Context: an optimization exercise on an open-source flow, tuned for a short achievable clock period and few clock cycles per item. The choices shown serve that exercise and are no tape-out recipe. In this exercise RTL edits were held to simulation tests only and were not proved equivalent to the original. The clock input has no modelled driver; a real chip could not lean on it and would need a root buffer or a full tree.

Setup of P:
// script_lexer
module script_lexer (
  input  logic        clk,
  input  logic        rst_n,
  input  logic        in_valid,
  output logic        in_stall,
  input  logic [8:0]  in_data,    
  output logic        out_valid,
  input  logic        out_stall,
  output logic [54:0] out_data    
);
  logic        rst_q;
  logic        f_valid, f_eoi;
  logic [65:0] f_cls;
  logic [15:0] f_pos, f_pos1;
  always_ff @(posedge clk) rst_q <= rst_n;
  sl_front u_front (
    .clk(clk), .rst_n(rst_n), .rst_q(rst_q),
    .in_valid(in_valid), .in_stall(in_stall), .in_data(in_data),
    .f_valid(f_valid), .f_eoi(f_eoi), .f_cls(f_cls), .f_pos(f_pos), .f_pos1(f_pos1)
  );
  sl_back u_back (
    .clk(clk), .rst_n(rst_n), .rst_q(rst_q),
    .f_valid(f_valid), .f_eoi(f_eoi), .f_cls(f_cls), .f_pos(f_pos), .f_pos1(f_pos1),
    .in_stall(in_stall),
    .out_valid(out_valid), .out_stall(out_stall), .out_data(out_data)
  );
endmodule
For scale: about 3300 cells after synthesis, roughly 870 flip-flops, roughly 38000 um2 of cells after synthesis.
==> flow/config.mk <==
export PLATFORM = sky130hd
export DESIGN_NAME = script_lexer
export DESIGN_NICKNAME = script_lexer
export VERILOG_FILES = /design/flow/design.v
export SDC_FILE = /design/flow/constraint.sdc
export NUM_CORES = 4
export LEC_CHECK = 0
export ABC_CLOCK_PERIOD_IN_PS = 1800
export CAP_MARGIN = 20
export CORE_MARGIN = 2
export CORE_UTILIZATION = 65
export PLACE_DENSITY = 0.75
export SETUP_SLACK_MARGIN = 4.0
export SLEW_MARGIN = 20
==> flow/constraint.sdc <==
create_clock -name core_clock -period 6.0 [get_ports {clk}]
set_input_delay 1.2000 -clock core_clock [delete_from_list [all_inputs] [get_ports {clk}]]
set_output_delay 1.2000 -clock core_clock [all_outputs]
set_load 0.01 [all_outputs]
standard.sh (not shown) runs the stock make flow with config.mk's settings and CLKGATE_MAP_FILE= SYNTH_SCRIPT=/design/flow/synth_recipe.tcl, a recipe that flattens the netlist after the stock synthesis.
==> flow/flow/run.sh <==
#!/bin/bash
# Standard ORFS layout, except that clock tree synthesis is replaced by a hand-built
# two-level tree (flow/manual_cts.tcl, sourced by ORFS cts.tcl through PRE_CTS_TCL):
# the clock port drives a few root buffers, each root drives leaf buffers, and each leaf
# drives an equal-size group of nearby flip-flops (recursive median bisection). Every flip-flop gets the same structure.
set -uo pipefail
here=$(pwd)
export PRE_CTS_TCL=$here/flow/manual_cts.tcl
export MCTS_LEAF_LEVELS=${MCTS_LEAF_LEVELS:-5}
bash standard.sh > standard.log 2>&1
rc=$?
# keep each step's own log next to the run
mkdir -p step_logs
cp orfs/logs/*/*/*/*.log step_logs/ 2>/dev/null || true
exit $rc
Other scripts of this flow, unchanged in this note and not shown: flow/flow/manual_cts.tcl
Testbench counts of P, summed over its fixed seeds: cycles 27,443, bytes 27,403.
Modified inputs, Q compared to P
-- flow/design.v --
<<< P, line 560
  logic [QN-1:0] rp_r, rp1;
  logic [QN-1:0] th_r, th_p0, th_p1, th_nxt;
  logic [54:0]   h0, h1, x0, x1, x_go;
  logic [QN-1:0] th_go, rp_go;
  always_comb begin
>>> Q, line 560
  logic [QN-1:0] rp_r, rp1;
  logic [QN-1:0] th_r, th_p0, th_p1, th_nxt;
  logic [54:0]   h0, h1, x_go;
  logic          v_go;
  logic [QN-1:0] th_go, rp_go;
  always_comb begin
<<< P, line 570
      h1 = h1 | ({55{rp1[i]}} & q_mem[i]);
    end
    x0 = th_r[0] ? h0 : w0;
    x1 = th_r[1] ? h1 : w0;
    if (w1v) begin
      th_p0 = {th_r[QN-3:0], 2'b11};
>>> Q, line 571
      h1 = h1 | ({55{rp1[i]}} & q_mem[i]);
    end
    if (w1v) begin
      th_p0 = {th_r[QN-3:0], 2'b11};
<<< P, line 582
      th_p1 = {1'b0, th_r[QN-1:1]};
    end
    x_go   = out_valid ? x1 : x0;
    th_go  = out_valid ? th_p1 : th_p0;
    rp_go  = out_valid ? rp1 : rp_r;
>>> Q, line 581
      th_p1 = {1'b0, th_r[QN-1:1]};
    end
    x_go   = out_valid ? h1 : h0;
    v_go   = out_valid ? th_r[1] : th_r[0];
    th_go  = out_valid ? th_p1 : th_p0;
    rp_go  = out_valid ? rp1 : rp_r;
<<< P, line 606
      out_valid <= 1'b0;
    end else begin
      out_valid <= th_nxt[0];
    end
  end
>>> Q, line 606
      out_valid <= 1'b0;
    end else begin
      out_valid <= out_stall ? th_r[0] : v_go;
    end
  end
<<< P, line 619
  end
  always_ff @(posedge clk) begin
    out_data <= out_stall ? x0 : x_go;
  end
endmodule
>>> Q, line 619
  end
  always_ff @(posedge clk) begin
    out_data <= out_stall ? h0 : x_go;
  end
endmodule
[summary]
Q did not stop at any stage, and its layout met the timing, DRC and antenna checks.
Number of global-route vias before repair was higher in the run labelled P.
For the maximum frequency, Q came in 4.8% higher than P did.
[compare] base=P new=Q: area of all placed cells without fillers decreased by 0.65% relative to the old numbers, logic depth of the worst setup path including buffers went down 6, met2 wire length shows a reduction of 2.3%, post-synthesis to final-layout area growth went down, initial antenna violation count shows a reduction of 2.
On shortest period the worst path allows, the lower figure sits with Q, not P.
Capturing element of the worst setup path = out_data[31]: Q; capturing element of the worst setup path = u_back.out_data[45]: P
Relative to P, synthesized-area fraction occupied by and/or/nand/nor cells has gone up in Q.
Testbench counts of Q, summed over its fixed seeds: cycles 27,451, bytes 27,403.
In every run of this note, the design's own scripts or RTL, not TritonCTS, make the clock network.

==> separate check: timing with driven ports <==
No port has a modelled driver above. Below, the same layouts with a new extraction and two added sets of constraints. Step 1: set_driving_cell puts a clkbuf_16 on clk and a buf_2 on each other input, an assumption about the parent block. Step 2 moves the port delays by t, midway between the first and last clock arrival at a register: inputs arrive t later, outputs are due t later. That takes back most of the time a late clock gives input paths. Slacks: ideal ports / drivers / drivers and shift; pairs: ideal ports / drivers.
| run | shift t [ns] | slack for setup (ns) | hold slack, ns | worst register clock-pin slew, ns | pins driven straight from the clock port |
|---|---|---|---|---|---|
| P | 0.545 | 3.759 / 3.730 / 3.299 | 0.332 / 0.332 / 0.332 | 0.11 / 0.11 | 4 |
| Q | 0.528 | 3.862 / 3.724 / 3.532 | 0.333 / 0.333 / 0.333 | 0.11 / 0.11 | 4 |
After both steps setup and hold are still met in every run listed. For P, which loses most, drivers alone change the setup slack by -0.029 ns; drivers and shift together by -0.460 ns.
